Source: an optimization exercise on an open RTL-to-GDS flow (aim: small area, a short achievable clock period and few clock cycles per item). Production flows keep margins and buffers that such runs may drop. In this exercise RTL edits were held to simulation tests only and were not proved equivalent to the original.

===== flow/run.sh =====
#!/bin/bash
# The standard layout (the standard.sh, unchanged synthesis and steps),
# except that the port buffers are made from the smallest buffer cell.
set -euo pipefail
export BUFFER_PORTS_ARGS="-buffer_cell sky130_fd_sc_hd__buf_1"
bash standard.sh > standard.log 2>&1

===== standard.sh =====
#!/bin/bash
# synth_recipe.tcl (not shown) runs the flow's synth.tcl, then flattens the netlist and writes it again
# the make line also repeats each setting of config.mk as NAME=value (left out here)
make -C /OpenROAD-flow-scripts/flow DESIGN_CONFIG=/design/flow/config.mk WORK_HOME=/design/flow/orfs CLKGATE_MAP_FILE= SYNTH_SCRIPT=/design/flow/synth_recipe.tcl "${@:-finish}"

===== config.mk =====
export PLATFORM = sky130hd
export DESIGN_NAME = sha256_hasher
export DESIGN_NICKNAME = sha256_hasher
export VERILOG_FILES = /design/flow/design.v
export SDC_FILE = /design/flow/constraint.sdc
export NUM_CORES = 4
export LEC_CHECK = 0
export CAP_MARGIN = 20
export CORE_MARGIN = 2
export CORE_UTILIZATION = 35
export CTS_CLUSTER_DIAMETER = 100
export CTS_CLUSTER_SIZE = 20
export PLACE_DENSITY = 0.5
export SETUP_SLACK_MARGIN = 4.7
export SLEW_MARGIN = 20

===== constraint.sdc =====
create_clock -name core_clock -period 8.8 [get_ports {clk}]
set_input_delay 1.7600 -clock core_clock [delete_from_list [all_inputs] [get_ports {clk}]]
set_output_delay 1.7600 -clock core_clock [all_outputs]
set_load 0.01 [all_outputs]

===== design.v =====
`timescale 1ns/1ps
`default_nettype none
package sha256_pkg;
  typedef logic [32-1:0] sha256_word_t;
  typedef logic [512-1:0] sha256_block_t;
  typedef logic [256-1:0] sha256_state_t;
  typedef logic [$clog2(64)-1:0] round_idx_t;
  typedef logic [6-1:0] block_count_t;
  localparam sha256_state_t SHA256_IV = {
    32'h6a09e667, 32'hbb67ae85, 32'h3c6ef372, 32'ha54ff53a,
    32'h510e527f, 32'h9b05688c, 32'h1f83d9ab, 32'h5be0cd19
  };
  function automatic sha256_word_t sha256_k(input round_idx_t t);
    case (t)
      6'd0: sha256_k = 32'h428a2f98;
      6'd1: sha256_k = 32'h71374491;
      6'd2: sha256_k = 32'hb5c0fbcf;
      6'd3: sha256_k = 32'he9b5dba5;
      6'd4: sha256_k = 32'h3956c25b;
      6'd5: sha256_k = 32'h59f111f1;
      6'd6: sha256_k = 32'h923f82a4;
      6'd7: sha256_k = 32'hab1c5ed5;
      6'd8: sha256_k = 32'hd807aa98;
      6'd9: sha256_k = 32'h12835b01;
      6'd10: sha256_k = 32'h243185be;
      6'd11: sha256_k = 32'h550c7dc3;
      6'd12: sha256_k = 32'h72be5d74;
      6'd13: sha256_k = 32'h80deb1fe;
      6'd14: sha256_k = 32'h9bdc06a7;
      6'd15: sha256_k = 32'hc19bf174;
      6'd16: sha256_k = 32'he49b69c1;
      6'd17: sha256_k = 32'hefbe4786;
      6'd18: sha256_k = 32'h0fc19dc6;
      6'd19: sha256_k = 32'h240ca1cc;
      6'd20: sha256_k = 32'h2de92c6f;
      6'd21: sha256_k = 32'h4a7484aa;
      6'd22: sha256_k = 32'h5cb0a9dc;
      6'd23: sha256_k = 32'h76f988da;
      6'd24: sha256_k = 32'h983e5152;
      6'd25: sha256_k = 32'ha831c66d;
      6'd26: sha256_k = 32'hb00327c8;
      6'd27: sha256_k = 32'hbf597fc7;
      6'd28: sha256_k = 32'hc6e00bf3;
      6'd29: sha256_k = 32'hd5a79147;
      6'd30: sha256_k = 32'h06ca6351;
      6'd31: sha256_k = 32'h14292967;
      6'd32: sha256_k = 32'h27b70a85;
      6'd33: sha256_k = 32'h2e1b2138;
      6'd34: sha256_k = 32'h4d2c6dfc;
      6'd35: sha256_k = 32'h53380d13;
      6'd36: sha256_k = 32'h650a7354;
      6'd37: sha256_k = 32'h766a0abb;
      6'd38: sha256_k = 32'h81c2c92e;
      6'd39: sha256_k = 32'h92722c85;
      6'd40: sha256_k = 32'ha2bfe8a1;
      6'd41: sha256_k = 32'ha81a664b;
      6'd42: sha256_k = 32'hc24b8b70;
      6'd43: sha256_k = 32'hc76c51a3;
      6'd44: sha256_k = 32'hd192e819;
      6'd45: sha256_k = 32'hd6990624;
      6'd46: sha256_k = 32'hf40e3585;
      6'd47: sha256_k = 32'h106aa070;
      6'd48: sha256_k = 32'h19a4c116;
      6'd49: sha256_k = 32'h1e376c08;
      6'd50: sha256_k = 32'h2748774c;
      6'd51: sha256_k = 32'h34b0bcb5;
      6'd52: sha256_k = 32'h391c0cb3;
      6'd53: sha256_k = 32'h4ed8aa4a;
      6'd54: sha256_k = 32'h5b9cca4f;
      6'd55: sha256_k = 32'h682e6ff3;
      6'd56: sha256_k = 32'h748f82ee;
      6'd57: sha256_k = 32'h78a5636f;
      6'd58: sha256_k = 32'h84c87814;
      6'd59: sha256_k = 32'h8cc70208;
      6'd60: sha256_k = 32'h90befffa;
      6'd61: sha256_k = 32'ha4506ceb;
      6'd62: sha256_k = 32'hbef9a3f7;
      6'd63: sha256_k = 32'hc67178f2;
      default: sha256_k = 32'h00000000;
    endcase
  endfunction
  function automatic sha256_word_t rotr(input sha256_word_t x, input int n);
    rotr = (x >> n) | (x << (32 - n));
  endfunction
  function automatic sha256_word_t ch(input sha256_word_t x, y, z);
    ch = (x & y) ^ (~x & z);
  endfunction
  function automatic sha256_word_t maj(input sha256_word_t x, y, z);
    maj = (x & y) ^ (x & z) ^ (y & z);
  endfunction
  function automatic sha256_word_t big_sigma0(input sha256_word_t x);
    big_sigma0 = rotr(x, 2) ^ rotr(x, 13) ^ rotr(x, 22);
  endfunction
  function automatic sha256_word_t big_sigma1(input sha256_word_t x);
    big_sigma1 = rotr(x, 6) ^ rotr(x, 11) ^ rotr(x, 25);
  endfunction
  function automatic sha256_word_t small_sigma0(input sha256_word_t x);
    small_sigma0 = rotr(x, 7) ^ rotr(x, 18) ^ (x >> 3);
  endfunction
  function automatic sha256_word_t small_sigma1(input sha256_word_t x);
    small_sigma1 = rotr(x, 17) ^ rotr(x, 19) ^ (x >> 10);
  endfunction
  function automatic sha256_word_t add_ks_sel(input sha256_word_t x, input sha256_word_t y,
                                              input logic sel, input sha256_word_t alt);
    logic [31:0] gg, pp, hp, cy, o0, o1;
    hp = x ^ y;
    gg = x & y;
    pp = hp;
    for (int l = 0; l < 5; l++) begin
      for (int i = 31; i >= (1 << l); i--) begin
        gg[i] = gg[i] | (pp[i] & gg[i - (1 << l)]);
        pp[i] = pp[i] & pp[i - (1 << l)];
      end
    end
    cy = {gg[30:0], 1'b0};
    o0 = sel ? hp : alt;
    o1 = sel ? ~hp : alt;
    for (int i = 0; i < 32; i++) add_ks_sel[i] = cy[i] ? o1[i] : o0[i];
  endfunction
endpackage
`default_nettype wire
`timescale 1ns/1ps
`default_nettype none
module sha256_hasher (
  input  wire logic                     clk,
  input  wire logic                     block_load,
  input  wire logic                     block_start,
  input  wire logic                     message_load,
  input  wire sha256_pkg::sha256_block_t block,
  output logic                          block_ready,
  output logic                          done,
  output sha256_pkg::sha256_state_t     hash,
  output sha256_pkg::block_count_t      block_count
);
  typedef logic [31:0] word_t;
  logic       m2;              
  logic       m1;              
  logic       ag, eg;          
  logic [1:0] ph;              
  logic       er;              
  logic       ar;              
  logic       w60, r61, r62, r63, af;   
  logic       pend, pend2;     
  logic       st_done;
  logic       last;            
  logic       ready_q;
  logic [5:0] ce;
  logic       accept;
  assign accept = block_start & ready_q;
  logic nx_er, nx_done, nx_idle;
  always_comb begin
    nx_er   = m2 | (er & (ce != 6'd63));
    nx_done = st_done | (af & last & !pend2);
    nx_idle = !accept && !nx_er && !er && !r63 && !nx_done;
  end
  logic rot_a, rot_e;
  assign rot_a = r61 | r62 | r63 | (!ar & !st_done);
  assign rot_e = w60 | r61 | r62 | (!er & !nx_done);
  always_ff @(posedge clk or negedge block_load) begin
    if (!block_load) begin
      m2          <= 1'b0;
      m1          <= 1'b0;
      ag          <= 1'b0;
      eg          <= 1'b0;
      er          <= 1'b0;
      ar          <= 1'b0;
      w60         <= 1'b0;
      r61         <= 1'b0;
      r62         <= 1'b0;
      r63         <= 1'b0;
      af          <= 1'b0;
      pend        <= 1'b0;
      pend2       <= 1'b0;
      st_done     <= 1'b0;
      last        <= 1'b0;
      ready_q     <= 1'b1;
      ph          <= 2'd1;
      ce          <= 6'd63;
      block_count <= '0;
    end else begin
      m2      <= accept;
      m1      <= m2;
      ag      <= er || r63;       
      eg      <= nx_er || r62;    
      er      <= nx_er;
      ar      <= er;
      w60     <= er && ce == 6'd60;
      r61     <= w60;
      r62     <= r61;
      r63     <= r62;
      af      <= r63;
      pend    <= accept && r62;
      pend2   <= pend;
      st_done <= nx_done;
      if (accept) last <= !message_load;
      ph      <= af ? 2'd0 : ph + 2'd1;
      ready_q <= (nx_idle && (af ? 2'd0 : ph + 2'd1) == 2'd1) || (r61 && !last);
      if (m2)                      ce <= 6'd0;
      else if (er && ce != 6'd63)  ce <= ce + 6'd1;
      if (accept) block_count <= block_count + 6'd1;
    end
  end
  assign block_ready = ready_q;
  assign done        = st_done;
  function automatic word_t wd(input logic [511:0] v, input int i);
    wd = v[511 - 32*i -: 32];
  endfunction
  function automatic word_t k_next2(input logic [5:0] c);
    case (c)
      6'd0: k_next2 = 32'hb5c0fbcf;
      6'd1: k_next2 = 32'he9b5dba5;
      6'd2: k_next2 = 32'h3956c25b;
      6'd3: k_next2 = 32'h59f111f1;
      6'd4: k_next2 = 32'h923f82a4;
      6'd5: k_next2 = 32'hab1c5ed5;
      6'd6: k_next2 = 32'hd807aa98;
      6'd7: k_next2 = 32'h12835b01;
      6'd8: k_next2 = 32'h243185be;
      6'd9: k_next2 = 32'h550c7dc3;
      6'd10: k_next2 = 32'h72be5d74;
      6'd11: k_next2 = 32'h80deb1fe;
      6'd12: k_next2 = 32'h9bdc06a7;
      6'd13: k_next2 = 32'hc19bf174;
      6'd14: k_next2 = 32'he49b69c1;
      6'd15: k_next2 = 32'hefbe4786;
      6'd16: k_next2 = 32'h0fc19dc6;
      6'd17: k_next2 = 32'h240ca1cc;
      6'd18: k_next2 = 32'h2de92c6f;
      6'd19: k_next2 = 32'h4a7484aa;
      6'd20: k_next2 = 32'h5cb0a9dc;
      6'd21: k_next2 = 32'h76f988da;
      6'd22: k_next2 = 32'h983e5152;
      6'd23: k_next2 = 32'ha831c66d;
      6'd24: k_next2 = 32'hb00327c8;
      6'd25: k_next2 = 32'hbf597fc7;
      6'd26: k_next2 = 32'hc6e00bf3;
      6'd27: k_next2 = 32'hd5a79147;
      6'd28: k_next2 = 32'h06ca6351;
      6'd29: k_next2 = 32'h14292967;
      6'd30: k_next2 = 32'h27b70a85;
      6'd31: k_next2 = 32'h2e1b2138;
      6'd32: k_next2 = 32'h4d2c6dfc;
      6'd33: k_next2 = 32'h53380d13;
      6'd34: k_next2 = 32'h650a7354;
      6'd35: k_next2 = 32'h766a0abb;
      6'd36: k_next2 = 32'h81c2c92e;
      6'd37: k_next2 = 32'h92722c85;
      6'd38: k_next2 = 32'ha2bfe8a1;
      6'd39: k_next2 = 32'ha81a664b;
      6'd40: k_next2 = 32'hc24b8b70;
      6'd41: k_next2 = 32'hc76c51a3;
      6'd42: k_next2 = 32'hd192e819;
      6'd43: k_next2 = 32'hd6990624;
      6'd44: k_next2 = 32'hf40e3585;
      6'd45: k_next2 = 32'h106aa070;
      6'd46: k_next2 = 32'h19a4c116;
      6'd47: k_next2 = 32'h1e376c08;
      6'd48: k_next2 = 32'h2748774c;
      6'd49: k_next2 = 32'h34b0bcb5;
      6'd50: k_next2 = 32'h391c0cb3;
      6'd51: k_next2 = 32'h4ed8aa4a;
      6'd52: k_next2 = 32'h5b9cca4f;
      6'd53: k_next2 = 32'h682e6ff3;
      6'd54: k_next2 = 32'h748f82ee;
      6'd55: k_next2 = 32'h78a5636f;
      6'd56: k_next2 = 32'h84c87814;
      6'd57: k_next2 = 32'h8cc70208;
      6'd58: k_next2 = 32'h90befffa;
      6'd59: k_next2 = 32'ha4506ceb;
      6'd60: k_next2 = 32'hbef9a3f7;
      6'd61: k_next2 = 32'hc67178f2;
      6'd62: k_next2 = 32'h428a2f98;
      6'd63: k_next2 = 32'h71374491;
      default: k_next2 = 32'h00000000;
    endcase
  endfunction
  function automatic word_t csa_s(input word_t x, input word_t y, input word_t z);
    csa_s = x ^ y ^ z;
  endfunction
  function automatic word_t csa_c(input word_t x, input word_t y, input word_t z);
    csa_c = ((x & y) | (x & z) | (y & z)) << 1;
  endfunction
  logic [511:0] win;           
  word_t a, b, c;              
  word_t e, f, g;              
  word_t t1;                   
  word_t p;                    
  word_t kv;                   
  word_t A0, A1, A2, A3, E0, E1, E2, E3;
  assign hash = {A0, A1, A2, A3, E0, E1, E2, E3};
  word_t S1, chv, dsel, t_s, t_c, t1_n, e_s2, e_c2;
  assign S1   = sha256_pkg::big_sigma1(e);
  assign chv  = sha256_pkg::ch(e, f, g);
  assign dsel = m1 ? A2 : c;
  assign t_s  = csa_s(p, chv, S1);
  assign t_c  = csa_c(p, chv, S1);
  assign t1_n = t_s + t_c;
  assign e_s2 = csa_s(t_s, t_c, dsel);
  assign e_c2 = csa_c(t_s, t_c, dsel);
  word_t S0, mjv, a_s, a_c;
  assign S0  = sha256_pkg::big_sigma0(a);
  assign mjv = sha256_pkg::maj(a, b, c);
  assign a_s = csa_s(t1, S0, mjv);
  assign a_c = csa_c(t1, S0, mjv);
  word_t gsel, p_n;
  assign gsel = m2 ? E2 : g;
  assign p_n  = csa_s(gsel, kv, wd(win, 0)) + csa_c(gsel, kv, wd(win, 0));
  word_t m_s1, m_c1, m_s2, m_c2, u0, u2;
  assign u0   = sha256_pkg::small_sigma1(wd(win, 14));
  assign u2   = sha256_pkg::small_sigma0(wd(win, 1));
  assign m_s1 = csa_s(wd(win, 9), u2, wd(win, 0));
  assign m_c1 = csa_c(wd(win, 9), u2, wd(win, 0));
  assign m_s2 = csa_s(m_s1, m_c1, u0);
  assign m_c2 = csa_c(m_s1, m_c1, u0);
  word_t sa, se;
  assign sa = (ag ? a : '0) + A3;
  assign se = (eg ? e : '0) + E3;
  always_ff @(posedge clk) begin
    win <= {win[479:0], sha256_pkg::add_ks_sel(m_s2, m_c2, !accept, wd(block, 15))};
    if (accept) win[511:32] <= block[511:32];
    kv  <= nx_er ? k_next2(ce) : 32'h428a2f98;
    p   <= p_n;
    t1  <= t1_n;
    a   <= sha256_pkg::add_ks_sel(a_s, a_c, ar, sa);
    e   <= sha256_pkg::add_ks_sel(e_s2, e_c2, er, se);
    b <= (ar && !m2) ? a : A0;
    c <= b;
    if (er) begin
      f <= e; g <= f;
    end else begin
      f <= E0; g <= E1;
    end
  end
  always_ff @(posedge clk or negedge block_load) begin
    if (!block_load) begin
      {A0, A1, A2, A3} <= {sha256_pkg::SHA256_IV[159:128], sha256_pkg::SHA256_IV[255:160]};
      {E0, E1, E2, E3} <= {sha256_pkg::SHA256_IV[63:0], sha256_pkg::SHA256_IV[127:64]};
    end else begin
      if (rot_a) {A0, A1, A2, A3} <= {sa, A0, A1, A2};
      if (rot_e) {E0, E1, E2, E3} <= {se, E0, E1, E2};
    end
  end
endmodule
`default_nettype wire

==> impl_metrics.py, run 1 <==
metrics = {
    "cells_and_area": {
        "num-fill-cells": 16159,
        "layout-drive-gt1-share": 0.1075,
        "area_growth_pct": 15.35,
        "seq_area_mm2": 0.02353,
        "multi_input_area_mm2": 0.03096,
        "final_nets": 7990,
        "final_area_mm2": 0.06414,
        "layoutNonFillerInstCount": 9174,
    },
    "logic_synthesis": {
        "synth_warnings": 1,
        "ys_types": 93,
        "synth_top_area_frac": 0.2880,
        "synth_edf_count": 0,
        "ys.flop_type": "dfxtp_1",
        "synthArstFlopShare": 0.2634,
        "syn_nets": 7382,
        "postSynthAreaPerCell_um2": 8.632,
        "yosysMostFrequentCell": "nand2_1",
        "synth_top_cells_by_area": "dfxtp_1, nand2_1, dfstp_2",
        "netlist_area_mm2": 0.05561,
        "synth-seq-cells": 1086,
        "yosys.area.top_type": "dfxtp_1",
        "synth_cells": 6442,
        "synth_common_cells": "nand2_1, dfxtp_1, clkbuf_1",
        "synth_seq_area_share": 0.4200,
    },
    "place": {
        "dpl_worst_slack_ps": 4010,
        "hpwl_um": 188900,
        "placed_area_mm2": 0.06024,
        "gp_congestion": 0.9760,
        "portBuffers": 779,
        "dpl.cell_count": 8992,
    },
    "worst_setup_path": {
        "critPathCaptureType": "flop",
        "crit_slowest_cell": "fa_1",
        "path_cells": "xor2_2, xnor2_2, fa_1, fa_1, inv_1, ha_1, o21ai_2, a21oi_2, a21oi_4, o311ai_4, a221oi_4, o21ai_2, a221o_2, a211oi_4, xor2_1, a21oi_1",
        "crit_required_ps": 9390,
        "critPathArrivalTime_ps": 4820,
        "cpPeakStageDelay_ps": 490,
        "path_max_fanout": 4,
        "critPathKind": "flop to flop",
        "start_kind": "flop",
    },
    "timing": {
        "rsz0062_at_grt": "true",
        "clock.fmax_ghz": 0.2365,
        "final_max_slew_viol_count": 0,
        "min_period_ps": 4229,
        "relSlewSlack": 0.2345,
        "setup_viol": 0,
        "fin_crit_sh": 0.4806,
        "tightest_slew_ps": 1148,
        "skew_ps": 90.96,
        "setup_tns_ps": 0,
        "holdWs_ps": 335.2,
        "layout_setup_ws_ps": 4571,
        "finalHoldViolCount": 0,
    },
    "global_route": {
        "grt.total_usage": 0.2853,
        "antenna_found_initial": 35,
        "grt_pass1_vias": 45202,
        "grt-ovfl-total": 0,
        "grt_max_degree": 238,
        "grt_pass1_wl_um": 333400,
    },
    "floorplanning": {
        "rows": 146,
        "core-area_mm2": 0.1580,
        "die_h_um": 402.6,
        "io_pins": 780,
        "initial_utilization": 0.3519,
        "dieArea_mm2": 0.1621,
        "die_w_um": 402.6,
    },
    "route": {
        "wire_per_inst_um": 25.94,
        "drtAntennaViolNets": 0,
        "first_iter_violations": 4321,
        "drt-total-wl_um": 238000,
        "viasPerCell": 5.092,
        "via_count": 46716,
        "dr.pass1.iters": 5,
        "route.detailed.drc": 0,
    },
    "worst_hold_path": {
        "min_path_type": "flop to flop",
    },
    "clock_network": {
        "clk_pin_slew_ps": 90,
        "cts_root_buffer": "clkbuf_16",
        "cts_max_level": 3,
        "cts_buffers": 68,
        "cts_tree": "done",
        "cts.sinks": 1086,
        "clockBufferDepth": 3,
        "clk_latency_ps": 740,
    },
    "run": {
        "cap_violations": 0,
    },
    "run_status": {
        "status": "timing/DRC/antenna clean",
    },
}
cell families after synthesis:
family,Yosys count,share of synthesized area
fa+ha+maj,455,0.1264
mux,230,0.04597
buf+inv,648,0.04374
compound gates,829,0.09435
xor+xnor,450,0.07088
flops,1086,0.4200
simple gates,2744,0.1987
metal layers:
layer | wire length [um] | share of wire | track usage | up-vias
li1 | - | - | - | 21939
met1 | 111200 | 0.47 | 0.4123 | 22885
met2 | 105500 | 0.44 | 0.4423 | 1634
met3 | 15120 | 0.064 | 0.04322 | 236
met4 | 5935 | 0.025 | 0.07605 | 22
met5 | 148 | 0.00062 | 0 | -
path summary, 6_finish.rpt:
path,endpoint,startpoint,depth (start not counted),slack [ps]
max,win[30],win[461],16,4570
min,pend2,pend,0,340
max reg2reg,win[30],win[461],16,4570
min reg2reg,pend2,pend,0,340
max in group asynchronous,E2[25],block_load,2,6190
min in group asynchronous,A3[16],block_load,1,1170
layout by cell type (no fill, tap or decap), types with 56 or more instances in the layout:
cell type,Yosys,layout
nand2_1,2239,2236
buf_1,26,778
dfxtp_1,800,730
inv_1,308,302
xnor2_1,303,270
o21ai_0,223,215
a21oi_1,232,212
ha_1,236,211
fa_1,188,184
nor2_1,183,177
mux2_2,163,163
dfstp_2,144,143
dfrtp_1,142,140
xor2_1,147,129
a21o_1,84,84
buf_4,0,83
and2_1,73,72
clkbuf_16,0,68
mux2i_1,63,56
through the flow:
stage                 util
CTS                 0.3988
global placement    0.3813
finish              0.4059
floorplan                -
global route        0.4059
detailed placement  0.3813
final cells by class:
class,count,share of cell area
Inverter,313,0.01843
Sequential cell,1086,0.3668
Clock buffer,90,0.02782
Multi-Input combinational cell,4708,0.4827
Antenna cell,14,0.0005462
Tap cell,2072,0.04042
Timing Repair Buffer,873,0.05858
Clock inverter,18,0.004682
worst max-delay path: cells and delay by family, from the launching register on:
family | cells | cell delay [ps]
compound gates | 9 | 1740
fa+ha+maj | 3 | 1270
xor+xnor | 3 | 600
flops | 1 | 410
buf+inv | 1 | 40
what timing repair did:
action,in CTS,in global routing
buffers inserted,28,31
hold buffers,0,0
setup endpoints to repair,70,50
gates cloned,1,0
gates resized for setup,132,157
pin swaps,48,92
state kept, by name, indices dropped and copies added (netlist names), 32 cells and up:
register  cells
A0           32
A1           32
A2           32
A3           32
E0           32
E1           32
E2           32
E3           32
a            32
b            32
c            32
e            32
f            32
g            32
kv           32
p            32
t1           32
win         512
Testbench counts, summed over its fixed seeds: cycles 33,988, blocks 516.
==> run 2: changes to the inputs <==
--- a/config.mk
+++ b/config.mk
@@ -13,3 +13,4 @@
 export PLACE_DENSITY = 0.5
 export SETUP_SLACK_MARGIN = 4.7
 export SLEW_MARGIN = 20
+export TNS_END_PERCENT = 20
==> impl_metrics.py, run 2 <==
metrics = {
    "timing": {
        "setup_tns_ps": 0,
        "setup_viol": 0,
        "final_max_slew_viol_count": 0,
        "clock.fmax_ghz": 0.2373,
        "min_period_ps": 4214,
        "finalHoldViolCount": 0,
        "tightest_slew_ps": 1229,
        "rsz0062_at_grt": "true",
        "relSlewSlack": 0.1805,
        "fin_crit_sh": 0.4788,
        "skew_ps": 89.38,
    },
    "clock_network": {
        "clk_pin_slew_ps": 90,
        "cts_tree": "done",
        "cts_root_buffer": "clkbuf_16",
        "cts_max_level": 3,
        "cts_buffers": 68,
        "clk_latency_ps": 740,
        "cts.sinks": 1086,
        "clockBufferDepth": 3,
    },
    "route": {
        "first_iter_violations": 4366,
        "drtAntennaViolNets": 0,
        "drt-total-wl_um": 237600,
        "route.detailed.drc": 0,
        "via_count": 46504,
        "wire_per_inst_um": 25.94,
        "dr.pass1.iters": 6,
        "viasPerCell": 5.075,
    },
    "worst_setup_path": {
        "critPathKind": "flop to flop",
        "critPathCaptureType": "flop",
        "critPathArrivalTime_ps": 4810,
        "path_max_fanout": 4,
        "crit_required_ps": 9400,
        "start_kind": "flop",
    },
    "global_route": {
        "grt-ovfl-total": 0,
        "grt_pass1_wl_um": 333100,
        "antenna_found_initial": 35,
        "grt_max_degree": 238,
        "grt.total_usage": 0.2851,
        "grt_pass1_vias": 45178,
    },
    "logic_synthesis": {
        "synthSimpleGateAreaFrac": 0.1987,
        "syn_nets": 7382,
        "synth_top_area_frac": 0.2880,
        "synth_compound_area_frac": 0.09435,
        "synth_adder_area_share": 0.1264,
        "synth_seq_area_share": 0.4200,
        "synth_edf_count": 0,
        "synth_warnings": 1,
        "synth_top_family_by_area": "simple AND/OR/NAND/NOR gates",
        "netlist_area_mm2": 0.05561,
        "ys_types": 93,
        "synth_top_cells_by_area": "dfxtp_1, nand2_1, dfstp_2",
        "postSynthAreaPerCell_um2": 8.632,
        "synth_xor_area_frac": 0.07088,
        "synthArstFlopShare": 0.2634,
        "yosys.area.top_type": "dfxtp_1",
        "synth_mux_area_frac": 0.04597,
        "yosysMostFrequentCell": "nand2_1",
        "ys.flop_type": "dfxtp_1",
        "synth-seq-cells": 1086,
        "synth_common_cells": "nand2_1, dfxtp_1, clkbuf_1",
        "synth_cells": 6442,
    },
    "worst_hold_path": {
        "min_path_type": "flop to flop",
    },
    "cells_and_area": {
        "area_growth_pct": 14.58,
        "final_nets": 7977,
        "layout.cells.most_common": "nand2_1",
        "regMostFlops": "win",
        "utilization": 0.4032,
        "largest_reg_flops": 512,
        "final_cell_mix": "nand2_1, buf_1, dfxtp_1",
        "layout-drive-gt1-share": 0.09936,
    },
    "place": {
        "portBuffers": 779,
        "gp_congestion": 0.9760,
        "hpwl_um": 188900,
    },
    "floorplanning": {
        "initial_utilization": 0.3519,
        "die_h_um": 402.6,
        "dieArea_mm2": 0.1621,
        "die_w_um": 402.6,
        "core-area_mm2": 0.1580,
        "rows": 146,
        "io_pins": 780,
    },
    "run_status": {
        "status": "timing/DRC/antenna clean",
    },
    "run": {
        "cap_violations": 0,
    },
}
==> run 2: logic make-up (layout without fill, tap and decap cells) <==
kind of cell | Yosys count | count (layout)
xor gates and xnor gates | 450 | 450
buffers and inverters | 648 | 1281
DFF | 1086 | 1086
other | 0 | 16
AOI/OAI and AO/OA | 829 | 829
muxes | 230 | 230
adders and majority gates | 455 | 455
and+or+nand+nor | 2744 | 2744
==> run 2: per-stage QoR <==
stage / cells / cell area (um^2) / worst slack, ps / hold slack (ps)
2_1_floorplan: 6442 / 55610 / 4736 / 331.2
3_3_place_gp: 8992 / 60240 / 3963 / 338.7
3_5_place_dp: 8992 / 60240 / 4010 / 334.7
4_1_cts: 9121 / 62860 / 4487 / 336.5
5_1_grt: 9157 / 63700 / 4353 / 360.0
6_report: 9163 / 63720 / 4587 / 336.9
==> run 2: worst paths after layout <==
check	depth (start not counted)	slack [ps]	endpoint	startpoint
min in group asynchronous	1	1170	A0[0]	block_load
worst max register to register	15	4590	win[30]	win[473]
worst min-delay path	0	340	pend2	pend
max in group asynchronous	2	6190	E0[18]	block_load
worst min register to register	0	340	pend2	pend
worst max-delay path	15	4590	win[30]	win[473]
==> run 2: worst max-delay path, cell delays in order (launching register included) <==
cell and delay, ps:
dfxtp_1 680, xnor2_1 200, fa_1 460, fa_1 490, inv_1 40, ha_1 320, nand3_2 90, a21oi_2 50
a21oi_4 230, o311ai_4 140, a221oi_4 310, o21ai_2 120, a221o_2 420, a211oi_4 250, xor2_1 180, a21oi_1 80
==> run 2: timing repair <==
item                       in CTS  in global routing
gates resized for setup       103                128
setup endpoints to repair      70                 70
pin swaps                      43                 59
buffers inserted               20                 26
gates cloned                    1                  0
hold buffers                    0                  0
==> run 2: per-layer routing <==
layer / GRT usage / wire, um / share of wire
met4: 0.07532 / 5860 / 0.025
met3: 0.04314 / 15690 / 0.066
met2: 0.4422 / 105200 / 0.44
met5: 0 / 138 / 0.00058
met1: 0.4120 / 110800 / 0.47
==> run 2: final cells by class <==
class / instances / area [um^2]
fill: 16189 / 94300
inverter: 313 / 1182
antenna: 16 / 40.04
clock buffer: 90 / 1784
timing repair buffer: 860 / 3656
multi-input combinational: 4708 / 30650
clock inverter: 18 / 300.3
sequential: 1086 / 23510
tap: 2072 / 2592
==> run 3: changes to the inputs <==
--- a/config.mk
+++ b/config.mk
@@ -7,10 +7,9 @@
 export LEC_CHECK = 0
 export CAP_MARGIN = 20
 export CORE_MARGIN = 2
-export CORE_UTILIZATION = 35
+export CORE_UTILIZATION = 50
 export CTS_CLUSTER_DIAMETER = 100
 export CTS_CLUSTER_SIZE = 20
-export PLACE_DENSITY = 0.5
+export PLACE_DENSITY = 0.65
 export SETUP_SLACK_MARGIN = 4.7
 export SLEW_MARGIN = 20
-export TNS_END_PERCENT = 20
==> impl_metrics.py, run 3 <==
metrics = {
    "logic_synthesis": {
        "synth_seq_area_share": 0.4200,
        "synthArstFlopShare": 0.2634,
        "synth_warnings": 1,
        "yosys.area.top_type": "dfxtp_1",
        "netlist_area_mm2": 0.05561,
        "synth_top_area_frac": 0.2880,
        "synth-seq-cells": 1086,
        "synth_top_cells_by_area": "dfxtp_1, nand2_1, dfstp_2",
        "ys.flop_type": "dfxtp_1",
        "synth_edf_count": 0,
        "yosysMostFrequentCell": "nand2_1",
        "ys_types": 93,
        "postSynthAreaPerCell_um2": 8.632,
        "syn_nets": 7382,
        "synth_cells": 6442,
        "synth_common_cells": "nand2_1, dfxtp_1, clkbuf_1",
    },
    "worst_setup_path": {
        "cpPeakStageDelay_ps": 680,
        "critPathCaptureType": "flop",
        "cp_num_buf_inv": 3,
        "path_cells": "xor2_1, xnor2_1, fa_1, fa_1, inv_1, ha_1, a21o_1, a21o_1, a221oi_4, o21ai_2, buf_4, buf_6, a31o_4, a21oi_4, xor2_2, o21ai_1",
        "start_kind": "flop",
        "critPathArrivalTime_ps": 4820,
        "crit_slowest_cell": "dfxtp_1",
        "crit_required_ps": 9310,
        "path_max_fanout": 3,
        "crit_family": "compound AO/OA/AOI/OAI gates",
        "critPathKind": "flop to flop",
    },
    "cells_and_area": {
        "largest_reg_flops": 512,
        "final_nets": 8000,
        "final_cell_mix": "nand2_1, buf_1, dfxtp_1",
        "regMostFlops": "win",
        "layout.cells.most_common": "nand2_1",
        "area_growth_pct": 13.95,
        "layout-drive-gt1-share": 0.1079,
        "layoutNonFillerInstCount": 8602,
    },
    "route": {
        "highest_layer": "met5",
        "viasPerCell": 5.482,
        "dr.pass1.iters": 6,
        "wire_per_inst_um": 25.41,
        "wl_met2_um": 99140,
        "drtAntennaViolNets": 0,
        "drt-total-wl_um": 218600,
        "drt-met1-wl_um": 91220,
        "via_count": 47156,
        "route.detailed.drc": 0,
        "first_iter_violations": 4670,
        "wl_met3_um": 18410,
    },
    "global_route": {
        "grt_pass1_wl_um": 310400,
        "antenna_found_initial": 29,
        "grt-ovfl-total": 0,
        "grt_pass1_vias": 45058,
        "grt.total_usage": 0.3759,
        "grt_max_degree": 228,
    },
    "floorplanning": {
        "core-area_mm2": 0.1105,
        "die_h_um": 337.5,
        "initial_utilization": 0.5032,
        "io_pins": 780,
        "die_w_um": 337.5,
        "dieArea_mm2": 0.1139,
        "rows": 122,
    },
    "timing": {
        "holdWs_ps": 335.1,
        "setup_tns_ps": 0,
        "rsz0062_at_grt": "true",
        "tightest_slew_ps": 1091,
        "setup_viol": 0,
        "min_period_ps": 4305,
        "relSlewSlack": 0.2727,
        "fin_crit_sh": 0.4892,
        "final_max_slew_viol_count": 0,
        "skew_ps": 62.56,
        "finalHoldViolCount": 0,
        "clock.fmax_ghz": 0.2323,
    },
    "clock_network": {
        "cts_tree": "done",
        "clk_pin_slew_ps": 100,
        "clockBufferDepth": 3,
        "cts_buffers": 66,
        "clk_latency_ps": 680,
        "cts.sinks": 1086,
        "cts_root_buffer": "clkbuf_16",
        "cts_max_level": 3,
    },
    "worst_hold_path": {
        "min_path_type": "flop to flop",
    },
    "place": {
        "dpl.cell_count": 8411,
        "hpwl_um": 172100,
        "gp_congestion": 0.9945,
        "portBuffers": 779,
    },
    "run_status": {
        "status": "timing/DRC/antenna clean",
    },
    "run": {
        "cap_violations": 0,
    },
}
run 3: cell types whose count changed in the layout (fill, tap and decap cells not counted), moves of 5 or more:
cell,change
ha_1,-6
clkbuf_1,+9
ha_4,+5
buf_6,+6
xor2_2,+7
dfxtp_2,+9
clkinv_16,-5
xnor2_1,-10
xnor2_2,+9
dfxtp_1,-15
xor2_1,-7
buf_4,+20
a21oi_2,-7
dfxtp_4,+6
run 3: layer usage:
metal / vias to the layer above / GRT usage
li1: 21939 / -
met1: 22728 / 0.5041
met2: 2092 / 0.5953
met3: 381 / 0.07439
met4: 16 / 0.1521
met5: - / 0
run 3: repair_timing:
item / CTS / global route
pin swaps: 57 / 80
buffers inserted: 31 / 36
hold buffers: 0 / 0
gates resized for setup: 160 / 151
cloned: 1 / 1
setup endpoints to repair: 61 / 131
run 3: cell families (layout without fill, tap and decap cells):
group,after synthesis,in the layout,synth area share
simple gates,2744,2744,0.1987
flops,1086,1086,0.4200
compound gates,829,829,0.09435
buf+inv,648,1303,0.04374
fa+ha+maj,455,455,0.1264
xor+xnor,450,450,0.07088
mux,230,230,0.04597
other cells,0,17,0
run 3: worst paths after layout:
path | start | to | slack (ps) | cells after the start
max in group asynchronous | block_load | er | 5890 | 3
hold reg to reg | b[4] | c[4] | 340 | 0
setup / recovery | win[449] | win[25] | 4500 | 16
min in group asynchronous | block_load | A0[2] | 1160 | 1
hold / removal | b[4] | c[4] | 340 | 0
setup reg to reg | win[449] | win[25] | 4500 | 16
run 3: stage by stage:
| stage | cell area, um^2 | utilization | worst slack (ps) |
|---|---|---|---|
| after floorplan | 55610 | - | 4736 |
| after global placement | 59500 | 0.5384 | 4079 |
| after detailed placement | 59530 | 0.5386 | 4011 |
| after CTS | 62290 | 0.5636 | 4498 |
| after global routing | 63350 | 0.5733 | 4387 |
| final | 63370 | 0.5734 | 4495 |
run 3: cell type report:
cell class | instances | area [um^2]
inverters | 313 | 1182
diodes | 17 | 42.54
flip-flops and latches | 1086 | 23540
multi-input cells | 4708 | 30960
well taps | 1488 | 1862
clock inverters | 6 | 90.09
repair buffers | 885 | 3866
clock buffers | 99 | 1818
fillers | 10237 | 47150
run 3: worst reg2reg max path: cells and delay by family, from the launching register on:
kind	cells	cell delay (ps)
xor+xnor	3	680
compound gates	7	1310
buf+inv	3	310
fa+ha+maj	3	1190
flops	1	680

## port drivers added, routing unchanged
The flow's constraints put no driver on any port. The routed layouts listed below were extracted and timed again, unchanged, in two steps. Step 1 assumes that a clkbuf_16 drives the clock port and a buf_2 every other input. Step 2 times the ports against the registers' clock, not the clock port: input delays grow and output delays shrink by t, the midpoint of the rising clock arrivals with the driver on. a / b / c = no drivers / after step 1 / after step 2; a / b = the first two.
run	t, ns	slack for setup (ns)	clock arrival spread, ns
run 1	0.781	4.571 / 4.571 / 4.097	0.094 / 0.095
run 2	0.784	4.587 / 4.587 / 4.074	0.094 / 0.094
run 3	0.726	4.495 / 4.495 / 4.126	0.063 / 0.063
After both steps setup and hold are still met in every run listed. The setup slack of run 2, which loses most, moves by 0.000 ns with the drivers and by -0.513 ns with both steps.
